From an optimization exercise on the open Yosys and OpenROAD flow, aimed at small area, a short achievable clock period and few clock cycles per item; shortcuts taken in it are not production practice. Function was checked by simulation only, so behaviour that the tests miss may differ from the original.

**flow/design.v**
```verilog
`default_nettype none
package gqd_pkg;
  localparam int GRAY_RANGE  = 256;
  localparam int PIX_W       = 8;
  localparam int NOISE_W     = 16;
  localparam int LVL_W       = 9;
  localparam int DIM_W       = 13;
  localparam int NUM_W       = 17;
  localparam int NOISE_DEPTH = 129;
  localparam int NZ_ADDR_W   = 8;
  localparam int ADDR_W      = 4;
  localparam int DATA_W      = 32;
  localparam logic [NZ_ADDR_W-1:0] NOISE_LAST = NZ_ADDR_W'(NOISE_DEPTH - 1);
  localparam logic [16:0]          NOISE_DIV  = 17'd65535;
  localparam logic [LVL_W-1:0] LEVELS_RST = 9'd16;
  localparam logic [DIM_W-1:0] WIDTH_RST  = 13'd640;
  localparam logic [DIM_W-1:0] HEIGHT_RST = 13'd480;
  typedef enum logic [1:0] {
    REG_LEVELS = 2'd0,
    REG_DITHER = 2'd1,
    REG_WIDTH  = 2'd2,
    REG_HEIGHT = 2'd3
  } gqd_reg_t;
  typedef enum logic [1:0] {
    BLD_IDLE,
    BLD_SETUP,
    BLD_DIV,
    BLD_WRITE
  } gqd_state_t;
  typedef struct packed {
    logic [PIX_W-1:0]   pixel_in;
    logic [NOISE_W-1:0] noise_fraction;
  } gqd_in_t;
  typedef struct packed {
    logic [PIX_W-1:0] pixel_out;
    logic             plane_end;
  } gqd_out_t;
  typedef struct packed {
    logic             dither_enable;
    logic [DIM_W-1:0] image_width;
    logic [DIM_W-1:0] image_height;
  } gqd_cfg_t;
  typedef struct packed {
    logic                 busy;
    logic                 lvl_we;
    logic                 nz_we;
    logic [PIX_W-1:0]     addr;
    logic [PIX_W-1:0]     lvl_data;
    logic [PIX_W-1:0]     nz_quo;
    logic                 nz_frac;
  } gqd_wr_t;
endpackage
`default_nettype wire
`default_nettype none
module gqd_div
(
  input  wire logic             clk,
  input  wire logic             rst_n,
  input  wire logic             start,
  input  wire logic [gqd_pkg::NUM_W-1:0] num,
  input  wire logic [gqd_pkg::LVL_W-1:0] den,
  output logic                  busy,
  output logic [gqd_pkg::NUM_W-1:0]      quo
);
  localparam int CNT_W = $clog2(gqd_pkg::NUM_W + 1);
  logic [CNT_W-1:0] cnt_r, cnt_nxt;
  logic             busy_r, busy_nxt;
  logic [gqd_pkg::NUM_W-1:0] quo_r, quo_nxt;
  logic [gqd_pkg::LVL_W-1:0] rem_r, rem_nxt;
  logic [gqd_pkg::LVL_W-1:0] den_r, den_nxt;
  logic [gqd_pkg::LVL_W:0]   trial;
  logic             ge;
  always_comb begin
    trial    = {rem_r, quo_r[gqd_pkg::NUM_W-1]};
    ge       = trial >= {1'b0, den_r};
    cnt_nxt  = cnt_r;
    busy_nxt = busy_r;
    quo_nxt  = quo_r;
    rem_nxt  = rem_r;
    den_nxt  = den_r;
    if (start) begin
      cnt_nxt  = CNT_W'(gqd_pkg::NUM_W);
      busy_nxt = 1'b1;
      quo_nxt  = num;
      rem_nxt  = '0;
      den_nxt  = den;
    end else if (busy_r) begin
      quo_nxt = {quo_r[gqd_pkg::NUM_W-2:0], ge};
      rem_nxt = ge ? gqd_pkg::LVL_W'(trial - {1'b0, den_r}) : trial[gqd_pkg::LVL_W-1:0];
      cnt_nxt = cnt_r - 1'b1;
      if (cnt_r == CNT_W'(1)) begin
        busy_nxt = 1'b0;
      end
    end
  end
  always_ff @(posedge clk) begin
    if (!rst_n) begin
      busy_r <= 1'b0;
      cnt_r  <= '0;
    end else begin
      busy_r <= busy_nxt;
      cnt_r  <= cnt_nxt;
    end
    quo_r <= quo_nxt;
    rem_r <= rem_nxt;
    den_r <= den_nxt;
  end
  assign busy = busy_r;
  assign quo  = quo_r;
endmodule
`default_nettype wire
`default_nettype none
module gqd_build
(
  input  wire logic             clk,
  input  wire logic             rst_n,
  input  wire logic             start,
  input  wire logic [gqd_pkg::LVL_W-1:0] levels,
  output logic [27:0]           wr_o
);
  gqd_pkg::gqd_wr_t wr;
  assign wr_o = wr;
  gqd_pkg::gqd_state_t       state_r, state_nxt;
  logic [gqd_pkg::PIX_W-1:0] idx_r, idx_nxt;
  logic [gqd_pkg::PIX_W-1:0] nz_quo_r, nz_quo_nxt;
  logic [gqd_pkg::LVL_W-1:0] nz_rem_r, nz_rem_nxt;
  logic [gqd_pkg::LVL_W-1:0] n;
  logic [gqd_pkg::NUM_W-1:0] prod;
  logic [gqd_pkg::NUM_W-1:0] num;
  logic [gqd_pkg::LVL_W:0]   rem_p1;
  logic             div_start;
  logic             div_busy;
  logic [gqd_pkg::NUM_W-1:0] div_quo;
  assign n    = (levels == '0) ? gqd_pkg::LVL_W'(1) : levels;
  assign prod = gqd_pkg::NUM_W'(idx_r) * gqd_pkg::NUM_W'(n);
  assign num  = {prod[gqd_pkg::NUM_W-1:gqd_pkg::PIX_W], 8'h80};
  gqd_div u_div (
    .clk   (clk),
    .rst_n (rst_n),
    .start (div_start),
    .num   (num),
    .den   (n),
    .busy  (div_busy),
    .quo   (div_quo)
  );
  always_comb begin
    state_nxt   = state_r;
    idx_nxt     = idx_r;
    nz_quo_nxt  = nz_quo_r;
    nz_rem_nxt  = nz_rem_r;
    div_start   = 1'b0;
    rem_p1      = {1'b0, nz_rem_r} + 1'b1;
    wr.busy     = state_r != gqd_pkg::BLD_IDLE;
    wr.lvl_we   = 1'b0;
    wr.nz_we    = 1'b0;
    wr.addr     = idx_r;
    wr.lvl_data = (div_quo > gqd_pkg::NUM_W'(gqd_pkg::GRAY_RANGE - 1)) ? 8'hFF : div_quo[gqd_pkg::PIX_W-1:0];
    wr.nz_quo   = nz_quo_r;
    wr.nz_frac  = nz_rem_r != '0;
    case (state_r)
      gqd_pkg::BLD_SETUP: begin
        div_start = 1'b1;
        state_nxt = gqd_pkg::BLD_DIV;
      end
      gqd_pkg::BLD_DIV: begin
        if (!div_busy) begin
          state_nxt = gqd_pkg::BLD_WRITE;
        end
      end
      gqd_pkg::BLD_WRITE: begin
        wr.lvl_we = 1'b1;
        if (idx_r <= gqd_pkg::NOISE_LAST) begin
          wr.nz_we = 1'b1;
          if (rem_p1 == {1'b0, n}) begin
            nz_rem_nxt = '0;
            nz_quo_nxt = nz_quo_r + 1'b1;
          end else begin
            nz_rem_nxt = rem_p1[gqd_pkg::LVL_W-1:0];
          end
        end
        idx_nxt   = idx_r + 1'b1;
        state_nxt = (idx_r == gqd_pkg::PIX_W'(gqd_pkg::GRAY_RANGE - 1)) ? gqd_pkg::BLD_IDLE : gqd_pkg::BLD_SETUP;
      end
      gqd_pkg::BLD_IDLE: begin
        state_nxt = gqd_pkg::BLD_IDLE;
      end
      default: begin
        state_nxt = gqd_pkg::BLD_IDLE;
      end
    endcase
    if (start) begin
      state_nxt  = gqd_pkg::BLD_SETUP;
      idx_nxt    = '0;
      nz_quo_nxt = '0;
      nz_rem_nxt = '0;
    end
  end
  always_ff @(posedge clk) begin
    if (!rst_n) begin
      state_r  <= gqd_pkg::BLD_SETUP;
      idx_r    <= '0;
      nz_quo_r <= '0;
      nz_rem_r <= '0;
    end else begin
      state_r  <= state_nxt;
      idx_r    <= idx_nxt;
      nz_quo_r <= nz_quo_nxt;
      nz_rem_r <= nz_rem_nxt;
    end
  end
endmodule
`default_nettype wire
`default_nettype none
module gqd_pipe
#(
  parameter int MAX_DIMENSION = 4096
) (
  input  wire logic    clk,
  input  wire logic    rst_n,
  input  wire logic [26:0] cfg_i,
  input  wire logic [27:0] wr_i,
  input  wire logic    in_valid,
  output logic         in_ready,
  input  wire logic [23:0] in_data_i,
  output logic         out_valid,
  input  wire logic    out_ready,
  output logic [8:0]   out_data_o
);
  gqd_pkg::gqd_cfg_t cfg;
  gqd_pkg::gqd_wr_t  wr;
  gqd_pkg::gqd_in_t  in_data;
  gqd_pkg::gqd_out_t out_data;
  assign cfg        = cfg_i;
  assign wr         = wr_i;
  assign in_data    = in_data_i;
  assign out_data_o = out_data;
  localparam int CW   = $clog2(MAX_DIMENSION);
  localparam int CMPW = (CW + 1 > gqd_pkg::DIM_W) ? CW + 1 : gqd_pkg::DIM_W;
  localparam logic [CMPW-1:0] MAXD = CMPW'(MAX_DIMENSION);
  logic [gqd_pkg::PIX_W-1:0]  lvl_mem [gqd_pkg::GRAY_RANGE];
  logic [gqd_pkg::PIX_W:0]    nz_mem  [gqd_pkg::NOISE_DEPTH];
  logic [CW-1:0]     col_r, col_nxt;
  logic [CW-1:0]     row_r, row_nxt;
  logic [CMPW-1:0]   w_raw, h_raw, eff_w, eff_h, col_p1, row_p1;
  logic              row_end, plane_end;
  logic              accept, pos;
  logic [gqd_pkg::NUM_W-1:0]  rsum, rfix;
  logic [gqd_pkg::PIX_W-1:0]  t_f, t_c;
  logic [gqd_pkg::NZ_ADDR_W-1:0] nz_addr;
  logic              s1_valid_r, s1_valid_nxt;
  logic [gqd_pkg::PIX_W-1:0]  s1_pix_r;
  logic              s1_pos_r, s1_dith_r, s1_end_r;
  logic [gqd_pkg::PIX_W:0]    nz_rd_r;
  logic              s1_adv;
  logic [gqd_pkg::LVL_W-1:0]  mag;
  logic [gqd_pkg::PIX_W+1:0]  up_sum;
  logic [gqd_pkg::PIX_W-1:0]  v_up, v_dn, lidx;
  logic              out_valid_r, out_valid_nxt;
  logic [gqd_pkg::PIX_W-1:0]  out_pix_r;
  logic              out_end_r;
  always_comb begin
    w_raw     = CMPW'(cfg.image_width);
    h_raw     = CMPW'(cfg.image_height);
    eff_w     = (w_raw == '0) ? CMPW'(1) : ((w_raw > MAXD) ? MAXD : w_raw);
    eff_h     = (h_raw == '0) ? CMPW'(1) : ((h_raw > MAXD) ? MAXD : h_raw);
    col_p1    = CMPW'(col_r) + 1'b1;
    row_p1    = CMPW'(row_r) + 1'b1;
    row_end   = col_p1 >= eff_w;
    plane_end = row_end && (row_p1 >= eff_h);
    col_nxt   = row_end ? '0 : CW'(col_p1);
    row_nxt   = row_r;
    if (row_end) begin
      row_nxt = plane_end ? '0 : CW'(row_p1);
    end
    pos = ~(col_r[0] ^ row_r[0]);
  end
  always_comb begin
    rsum    = gqd_pkg::NUM_W'({in_data.noise_fraction[8:0], 7'b0}) +
              gqd_pkg::NUM_W'(in_data.noise_fraction[15:9]);
    t_f     = gqd_pkg::PIX_W'(in_data.noise_fraction[15:9]);
    rfix    = rsum;
    if (rsum >= gqd_pkg::NOISE_DIV) begin
      t_f  = t_f + 1'b1;
      rfix = rsum - gqd_pkg::NOISE_DIV;
    end
    t_c     = t_f + gqd_pkg::PIX_W'(rfix != '0);
    nz_addr = pos ? t_c : t_f;
  end
  assign s1_adv   = s1_valid_r && (!out_valid_r || out_ready);
  assign in_ready = !wr.busy && (!s1_valid_r || s1_adv);
  assign accept   = in_valid && in_ready;
  always_comb begin
    mag    = gqd_pkg::LVL_W'(nz_rd_r[gqd_pkg::PIX_W:1]) + gqd_pkg::LVL_W'(s1_pos_r & nz_rd_r[0]);
    up_sum = (gqd_pkg::PIX_W + 2)'(s1_pix_r) + (gqd_pkg::PIX_W + 2)'(mag);
    v_up   = (up_sum > (gqd_pkg::PIX_W + 2)'(gqd_pkg::GRAY_RANGE - 1)) ? 8'hFF : up_sum[gqd_pkg::PIX_W-1:0];
    v_dn   = (mag > gqd_pkg::LVL_W'(s1_pix_r)) ? '0 : gqd_pkg::PIX_W'(gqd_pkg::LVL_W'(s1_pix_r) - mag);
    lidx   = !s1_dith_r ? s1_pix_r : (s1_pos_r ? v_up : v_dn);
  end
  always_comb begin
    s1_valid_nxt = accept ? 1'b1 : (s1_adv ? 1'b0 : s1_valid_r);
    out_valid_nxt = s1_adv ? 1'b1 : (out_ready ? 1'b0 : out_valid_r);
  end
  always_ff @(posedge clk) begin
    if (wr.lvl_we) begin
      lvl_mem[wr.addr] <= wr.lvl_data;
    end
    if (s1_adv) begin
      out_pix_r <= lvl_mem[lidx];
    end
  end
  always_ff @(posedge clk) begin
    if (wr.nz_we) begin
      nz_mem[wr.addr] <= {wr.nz_quo, wr.nz_frac};
    end
    if (accept) begin
      nz_rd_r <= nz_mem[nz_addr];
    end
  end
  always_ff @(posedge clk) begin
    if (!rst_n) begin
      col_r       <= '0;
      row_r       <= '0;
      s1_valid_r  <= 1'b0;
      out_valid_r <= 1'b0;
    end else begin
      if (accept) begin
        col_r <= col_nxt;
        row_r <= row_nxt;
      end
      s1_valid_r  <= s1_valid_nxt;
      out_valid_r <= out_valid_nxt;
    end
    if (accept) begin
      s1_pix_r  <= in_data.pixel_in;
      s1_pos_r  <= pos;
      s1_dith_r <= cfg.dither_enable;
      s1_end_r  <= plane_end;
    end
    if (s1_adv) begin
      out_end_r <= s1_end_r;
    end
  end
  assign out_valid          = out_valid_r;
  assign out_data.pixel_out = out_pix_r;
  assign out_data.plane_end = out_end_r;
endmodule
`default_nettype wire
`default_nettype none
module gray_quantizer_with_dither
#(
  parameter int MAX_DIMENSION = 4096
) (
  input  wire logic              clk,
  input  wire logic              rst_n,
  input  wire logic              in_valid,
  output logic                   in_ready,
  input  wire logic [23:0]       in_data,
  output logic                   out_valid,
  input  wire logic              out_ready,
  output logic [8:0]             out_data,
  input  wire logic              psel,
  input  wire logic              penable,
  input  wire logic              pwrite,
  input  wire logic [gqd_pkg::ADDR_W-1:0] paddr,
  input  wire logic [gqd_pkg::DATA_W-1:0] pwdata,
  output logic [gqd_pkg::DATA_W-1:0]      prdata,
  output logic                   pready
);
  logic [gqd_pkg::LVL_W-1:0] levels_r;
  logic             dither_r;
  logic [gqd_pkg::DIM_W-1:0] width_r;
  logic [gqd_pkg::DIM_W-1:0] height_r;
  gqd_pkg::gqd_reg_t         reg_idx;
  logic             wr_en;
  logic             build_start;
  gqd_pkg::gqd_cfg_t cfg;
  gqd_pkg::gqd_wr_t  wr;
  assign pready      = 1'b1;
  assign reg_idx     = gqd_pkg::gqd_reg_t'(paddr[gqd_pkg::ADDR_W-1:2]);
  assign wr_en       = psel && penable && pwrite && pready;
  assign build_start = wr_en && (reg_idx == gqd_pkg::REG_LEVELS);
  always_ff @(posedge clk) begin
    if (!rst_n) begin
      levels_r <= gqd_pkg::LEVELS_RST;
      dither_r <= 1'b0;
      width_r  <= gqd_pkg::WIDTH_RST;
      height_r <= gqd_pkg::HEIGHT_RST;
    end else if (wr_en) begin
      case (reg_idx)
        gqd_pkg::REG_LEVELS: levels_r <= pwdata[gqd_pkg::LVL_W-1:0];
        gqd_pkg::REG_DITHER: dither_r <= pwdata[0];
        gqd_pkg::REG_WIDTH:  width_r  <= pwdata[gqd_pkg::DIM_W-1:0];
        gqd_pkg::REG_HEIGHT: height_r <= pwdata[gqd_pkg::DIM_W-1:0];
        default: begin
        end
      endcase
    end
  end
  always_comb begin
    case (reg_idx)
      gqd_pkg::REG_LEVELS: prdata = gqd_pkg::DATA_W'(levels_r);
      gqd_pkg::REG_DITHER: prdata = gqd_pkg::DATA_W'(dither_r);
      gqd_pkg::REG_WIDTH:  prdata = gqd_pkg::DATA_W'(width_r);
      gqd_pkg::REG_HEIGHT: prdata = gqd_pkg::DATA_W'(height_r);
      default:    prdata = '0;
    endcase
  end
  assign cfg.dither_enable = dither_r;
  assign cfg.image_width   = width_r;
  assign cfg.image_height  = height_r;
  gqd_build u_build (
    .clk    (clk),
    .rst_n  (rst_n),
    .start  (build_start),
    .levels (levels_r),
    .wr_o   (wr)
  );
  gqd_pipe #(
    .MAX_DIMENSION (MAX_DIMENSION)
  ) u_pipe (
    .clk       (clk),
    .rst_n     (rst_n),
    .cfg_i     (cfg),
    .wr_i      (wr),
    .in_valid  (in_valid),
    .in_ready  (in_ready),
    .in_data_i (in_data),
    .out_valid (out_valid),
    .out_ready (out_ready),
    .out_data_o(out_data)
  );
endmodule
`default_nettype wire
```
**flow/run.sh**
```bash
#!/bin/bash
# synth_recipe.tcl (not shown) runs the flow's synth.tcl, then flattens the netlist and writes it again
# the make line also repeats each setting of config.mk as NAME=value (left out here)
make -C /OpenROAD-flow-scripts/flow DESIGN_CONFIG=/design/flow/config.mk WORK_HOME=/design/flow/orfs CLKGATE_MAP_FILE= SYNTH_SCRIPT=/design/flow/synth_recipe.tcl finish
```
**flow/config.mk**
```make
export PLATFORM = sky130hd
export DESIGN_NAME = gray_quantizer_with_dither
export DESIGN_NICKNAME = gray_quantizer_with_dither
export VERILOG_FILES = /design/flow/design.v
export SDC_FILE = /design/flow/constraint.sdc
export NUM_CORES = 4
export LEC_CHECK = 0
export CAP_MARGIN = 20
export CORE_MARGIN = 2
export CORE_UTILIZATION = 45
export SLEW_MARGIN = 20
```
**flow/constraint.sdc**
```tcl
create_clock -name core_clock -period 8.0 [get_ports {clk}]
set_input_delay 1.6000 -clock core_clock [delete_from_list [all_inputs] [get_ports {clk}]]
set_output_delay 1.6000 -clock core_clock [all_outputs]
set_load 0.01 [all_outputs]
```
==> flow_summary.toml <==
[outcome]
status = "no timing/DRC/antenna violations"

[synthesis]
synth_adder_area_share_pct = 1.676
synth-async-reset-ratio_pct = 0
synth-main-ff-cell = "edfxtp_1"
ys_warn_count = 4
synth_top_area_share_pct = 69.51
synth_top_family_by_area = "simple AND/OR/NAND/NOR gates"
synthCells = 10610
syn_area_um2 = 140700
ys_seq_elements = 3368
synth_area_leader_cell = "edfxtp_1"
synthMuxAreaShare_pct = 3.444
synth-xor-area-share_pct = 0.5159
syn_avg_cell_area_um2 = 13.26
synth_compound_area_share_pct = 7.766
synthTopCellsByArea = "edfxtp_1 (70%), nand2_1 (5.9%), nand3_1 (2.7%)"
seq_area_frac_synth_pct = 71.10
synth_edf_count = 3256
ys_types = 105
synth-simple-area-share_pct = 12.62

[clock_network]
cts_max_level = 5
cts.sinks = 3368
cts_resized = 0
post_cts_buffers = 0
numCtsBuffers = 349
clockBufferDepth = 4
holdBufCountCts = 0
clkTransAtPathRegs_ns = 0.06
root_buffer = "clkbuf_16"
clk_latency_ns = 0.91
cts_tree = "built"

[die]
start_util_pct = 45.17
die_x_um = 563.1
io_pins = 111
die_h_um = 563.1
die-area_um2 = 317100
fp.coreArea_um2 = 311400
num_rows = 205

[timing]
drv_slew = 0
max-slew-margin-rel_pct = 16.57
hold_slack_ns = 0.4270
min_period_ns = 7.180
setup_viol = 0
timing.final.crit_share_pct = 89.75
hold_viol_final = 0
worst_pin_slew_ns = 1.252
fin_skew_ns = 0.03890
finalSetupTns_ns = 0
clock.fmax_mhz = 139.3
rsz0062_at_grt = "no"

[placement]
dp_hpwl_um = 254400
dp.cells = 14460
place_congestion = 0.8806
port_buffers = 69

[critical_path]
r2r-start = "u_pipe.s1_pos_r$_DFFE_PP_"
startpoint_type = "register"
ff2ff_path_depth = 21
regToRegSetupSlack_ns = 0.82
critPathKind = "register to register"
endpoint_kind = "register"
critPathCapture = "u_pipe.out_pix_r[7]$_DFFE_PP_"
timing.rr.end = "u_pipe.out_pix_r[7]$_DFFE_PP_"
startpoint = "u_pipe.s1_pos_r$_DFFE_PP_"
critPathMaxFanout = 29
worstPathRequired_ns = 8.61
worstPathArrival_ns = 7.79

[detailed_routing]
drtIter0Drc = 10960
detail_route.first_pass.iterations = 8
wl_per_cell_um = 27.45
via_per_inst = 5.992
wl_um = 414300
vias = 90460
final_antenna_net_count = 0
drc = 0

[layout]
layout.nets = 10910
layout_commonest_cell = "edfxtp_1"
mostFrequentLayoutCells = "edfxtp_1 (3,256), nand2_1 (2,219), nand3_1 (756), nor2_1 (618), mux2i_1 (376)"
drive_above_1_share_pct = 9.332
syn_to_final_growth_pct = 12.42
finalNonFillerCells = 15100
final_core_util_pct = 50.78

[global_routing]
antenna_found_initial = 17
grt_use_met2_pct = 40.88
grt_pass1_wl_um = 598200
top_usage_layer = "met2"
grt_start_max_net_pins = 221
grtUsageMet1_pct = 35.23
grt_overflow = 0
grt_pass1_vias = 86330
grt_usage_pct = 25.52
use_met3_pct = 3.829

[flow_run]
maxCapViolations = 0

[pwr]
leakage_nw = 51.39
power_density_nw_per_um2 = 265.8
peakVddDrop_mv = 0.1890
total_power_w = 0.04203

[min_path]
min-delay-path-class = "register to register"
min_from = "u_pipe.s1_end_r$_DFFE_PP_"
how the worst min path moves through the flow:
stage,depth (start not counted),endpoint,slack [ns]
floorplan,0,u_pipe.out_end_r$_DFFE_PP_,0.40
global placement,0,u_pipe.out_end_r$_DFFE_PP_,0.41
detailed placement,0,u_pipe.out_end_r$_DFFE_PP_,0.41
CTS,0,u_pipe.out_end_r$_DFFE_PP_,0.42
global route,0,u_pipe.out_end_r$_DFFE_PP_,0.43
finish,0,u_pipe.out_end_r$_DFFE_PP_,0.43
sequential cells by signal, indices dropped and copies added (netlist names), 9 cells and up:
name,cells
u_pipe.nz_rd_r,9
levels_r,9
u_build.u_div.quo_r,17
height_r,13
u_pipe.nz_mem,1161
u_build.u_div.rem_r,9
u_pipe.col_r,12
u_pipe.lvl_mem,2048
width_r,13
u_build.nz_rem_r,9
u_build.u_div.den_r,9
u_pipe.row_r,12
metal layers:
layer,wire (µm),part of all wire [%],up-vias
li1,-,-,39760
met1,168500,41,45690
met2,194400,47,4252
met3,34340,8.3,744
met4,17050,4.1,8
met5,64,0.015,-
report_power, final:
group	internal, W	total, W	switching (W)
sequential	0.0196	0.0196	0.0000711
clock	0.00934	0.0161	0.00678
combinational	0.00185	0.00626	0.00441
synth_stat cells, types with 41 or more instances:
master	instances
edfxtp_1	3256
nand2_1	2229
nand3_1	760
nor2_1	625
mux2i_1	376
a21oi_1	346
buf_2	299
clkbuf_1	270
a31oi_1	244
a211oi_1	185
o21ai_0	165
ha_1	118
and3_1	117
inv_1	117
dfxtp_1	112
a22oi_1	110
o22ai_1	101
nand4_1	83
buf_4	78
a32oi_1	73
buf_1	56
and2_1	51
fa_1	44
nor3_1	43
a311oi_1	42
xnor2_1	42
nor4_1	41
critical path, cell delays in order (launching register included):
cell	delay, ns
edfxtp_1	0.51
and2_1	0.20
ha_1	0.15
ha_1	0.25
nand2_1	0.09
xnor2_1	0.38
ha_1	0.37
or3b_4	0.45
or4_4	0.51
o211ai_2	0.12
o211ai_2	0.20
a21o_4	0.38
nor2_4	0.80
buf_12	0.33
a32oi_1	0.16
o2111ai_1	0.40
nand4_1	0.36
nor4_1	0.54
buf_4	0.23
a31o_1	0.10
buf_4	0.14
mux2i_1	0.15
final cells by class:
type	count	area [µm²]
fill	26140	153300
timing repair buffer	431	4325
tap	4140	5180
clock buffer	429	9097
clock inverter	195	2029
multi-input combinational	6410	37000
antenna	6	15.01
sequential	3368	100000
inverter	118	442.9
through the flow:
step                      instance area [µm²]  setup WS [ns]
final                                  158100         0.8198
after CTS                              158000         0.7999
after floorplan                        140700          2.119
after global placement                 146900         0.3759
after detailed placement               146900         0.3652
after global routing                   158100         0.5757
logic make-up (layout without fill, tap and decap cells):
family,after synthesis,after routing
AOI/OAI and AO/OA,1614,1614
xor gates and xnor gates,82,82
adders and majority gates,162,162
buffers and inverters,847,1173
DFF,3368,3368
other,2,26
muxes,433,433
and+or+nand+nor,4099,4099
Testbench counts, summed over its fixed seeds: cycles 295,264, pixels 131,072.

## re-timing with driven ports
How much do the figures lean on ideal ports? The routed layout below was timed once more, with nothing changed but the port constraints.
Step 1 (the two cells are an assumption about what drives the block):
set clk [get_ports {clk}]
set_driving_cell -lib_cell sky130_fd_sc_hd__clkbuf_16 $clk
set_driving_cell -lib_cell sky130_fd_sc_hd__buf_2 [delete_from_list [all_inputs] $clk]
Step 2 also shifts input and output timing later by t, the mid clock arrival at the registers, as if the neighbouring blocks saw the same clock.
Three values: no drivers, after step 1, after step 2; two values: the first two.
shift t [ns]: 0.998
setup WS [ns]: 0.820 / 0.820 / 0.333
clock arrival spread, ns: 0.044 / 0.044
After both steps setup and hold are still met in this run. The setup slack of this run moves by 0.000 ns with the drivers and by -0.487 ns with both steps.
